Source: an optimization exercise on an open RTL-to-GDS flow (aim: small area, a short achievable clock period and few clock cycles). Production flows keep margins and buffers that such runs may drop. Function was checked by simulation only, so behaviour that the tests miss may differ from the original. No activity file was given, so power comes from the tool's default toggle rates.

## build 14
==> flow/design.v (excerpt) <==
module weight_update
(
   input  logic  clk,
   input  logic  reset,
   input  logic  cmd_valid,
   input  logic  cmd_init,
   output logic  cmd_ready,
   input  wu_pkg::word_t weight_in,
   input  logic  weight_valid,
   output logic  weight_ready,
   input  wu_pkg::word_t gradient_in,
   input  logic  gradient_valid,
   output logic  gradient_ready,
   output wu_pkg::word_t result_out,
   output logic  result_valid,
   input  logic  result_ready,
   input  wu_pkg::len_t  total_length,
   input  wu_pkg::node_t node_id,
   input  wu_pkg::node_t num_node,
   output wu_pkg::addr_t avs_address,
   output wu_pkg::word_t avs_writedata,
   output logic  avs_read,
   output logic  avs_write,
   input  wu_pkg::word_t avs_readdata,
   input  logic  avs_waitrequest,
   input  logic  avs_readdatavalid
);
For scale: about 410 I/O pins, roughly 0.023 mm² of cells after synthesis.
clock: 6.0 ns
lec_check: 0
abc_clock_period_in_ps: 2500
cap_margin: 20
core_margin: 2
core_utilization: 65
setup_slack_margin: 3.5
slew_margin: 20
synth_hierarchical: 1
synth_minimum_keep_size: 0
run.sh (not shown) runs the stock make flow with config.mk's settings and CLKGATE_MAP_FILE= SYNTH_SCRIPT=/design/flow/synth_recipe.tcl, a recipe that flattens the netlist after the stock synthesis.
Testbench counts of build 14, summed over its fixed seeds: cycles 20,526.
Input changes introduced in build 25 (baseline for comparison: build 14):
Settings: CORE_UTILIZATION changed from 65 to 40; SYNTH_HIERARCHICAL removed (was 1); SYNTH_MINIMUM_KEEP_SIZE removed (was 0).
[summary]
- Taking build 14 as the reference, in build 25 number of standard cells in the layout, taps in and fillers out up 149; final wirelength down about 17%; count of inverters other than clock inverters in the layout up 17%; placer congestion estimate down 0.080; wire length of the first global-routing pass down about 4.7%.
- Met3 usage in global routing: build 25 vs build 14 down 0.76 points
- On build 25: number of vias per cell is about 20% lower than what build 14 gave.
- In the metrics for build 25 and build 14, the one carrying the higher combined global-route utilization of all metal layers is build 14.
- Going from build 14 to build 25, the setup slack of the critical path after layout was found to have gone down by 0.20 ns.
- Relative to build 14, sequential share of layout area has increased by 0.72 points in build 25.
- Build 25 vs. build 14: final period demand of the worst path went up by 0.20 ns.
### build 25 -> build 92
Settings: SYNTH_MINIMUM_KEEP_SIZE now 0, previously not set; SYNTH_HIERARCHICAL now 1, previously not set.
==> notes.md <==
Per the comparison of build 92 with build 25, cell area up 3.5%, power up about 7%, via count up 484.
Going from build 25 to build 92, number of gates given a new drive strength after cts shows a reduction of 57, largest net degree at the start of global routing shows a reduction of 4.4%, combinational share of power shows an increase of 0.8 points.
Build 92 went all the way through synthesis, placement and routing and the layout is clean on timing, DRC and antenna.
## Diff of input files: build 43 against build 92
Settings: an added CTS_CLUSTER_SIZE of 30; an added CTS_BUF_LIST of sky130_fd_sc_hd__clkbuf_4 sky130_fd_sc_hd__clkbuf_8.
==> comparison <==
From build 92 to build 43 the numbers moved as follows: critical path depth in cells now smaller, internal power went down by about 10%, placed instance area held, global-route wire length before repair now larger.
[inputs] build 8 vs build 43
Settings: CTS_CLUSTER_SIZE removed (was 30); CTS_BUF_LIST removed (was sky130_fd_sc_hd__clkbuf_4 sky130_fd_sc_hd__clkbuf_8).
==> flow/flow/run.sh (new file) <==
#!/bin/bash
# Standard layout, with the smallest buffer as the port buffer instead of
# the default delay buffer; the timing repairs upsize it where needed.
set -euo pipefail
bash standard.sh "BUFFER_PORTS_ARGS=-buffer_cell sky130_fd_sc_hd__buf_1" finish > standard.log 2>&1
==> flow/standard.sh (new file) <==
#!/bin/bash
# synth_recipe.tcl (not shown) runs the flow's synth.tcl, then flattens the netlist and writes it again
# the make line also repeats each setting of config.mk as NAME=value (left out here)
make -C /OpenROAD-flow-scripts/flow DESIGN_CONFIG=/design/flow/config.mk WORK_HOME=/design/flow/orfs CLKGATE_MAP_FILE= SYNTH_SCRIPT=/design/flow/synth_recipe.tcl "${@:-finish}"
removed: flow/run.sh
## What came out
Build 8 | stages: all done | timing, DRC, antenna: all pass
On clock buffer count: build 8 sits below build 43.
Total CTS buffers: build 8 < build 43
Worst path required time in build 8 is 0.03 ns lower than in build 43
buf_1 as the most common library cell in the layout ignoring fill and taps was reported by build 8, and edfxtp_1 by build 43.
In the metrics for build 8 and build 43, the one carrying the lower part of the total power dissipated in combinational logic is build 8.
Summary — multi-input logic portion of the cell area, build 8 relative to build 43: higher, by 2.1 points.

-- separate check: timing with driven ports --
No port has a modelled driver above. Below, the same layouts with a new extraction and two added sets of constraints. Step 1 sets driving cells, clkbuf_16 on the clock port and buf_2 on the other inputs (assumed; they add their load-dependent delay and slew). Step 2 moves the port delays by t, midway between the first and last clock arrival at a register: inputs arrive t later, outputs are due t later. That takes back most of the time a late clock gives input paths. a / b / c = ideal / step 1 / step 2; a / b = the first two.
| run | shift t [ns] | setup WS [ns] | slew at the worst register clock pin (ns) | worst slew at a driven data input, ns | pins driven straight from the clock port |
|---|---|---|---|---|---|
| build 14 | 0.607 | 3.110 / 3.110 / 2.670 | 0.07 / 0.07 | 0.11 | 1 |
| build 25 | 0.655 | 2.912 / 2.912 / 2.726 | 0.06 / 0.06 | 0.12 | 1 |
| build 92 | 0.645 | 3.286 / 3.286 / 2.921 | 0.06 / 0.06 | 0.12 | 1 |
| build 43 | 0.702 | 3.315 / 3.315 / 2.851 | 0.07 / 0.07 | 0.12 | 1 |
| build 8 | 0.654 | 3.336 / 3.336 / 2.931 | 0.06 / 0.06 | 0.12 | 1 |
After both steps every run listed still meets setup and hold. For build 43, which loses most, drivers alone change the setup slack by 0.000 ns; drivers and shift together by -0.464 ns.
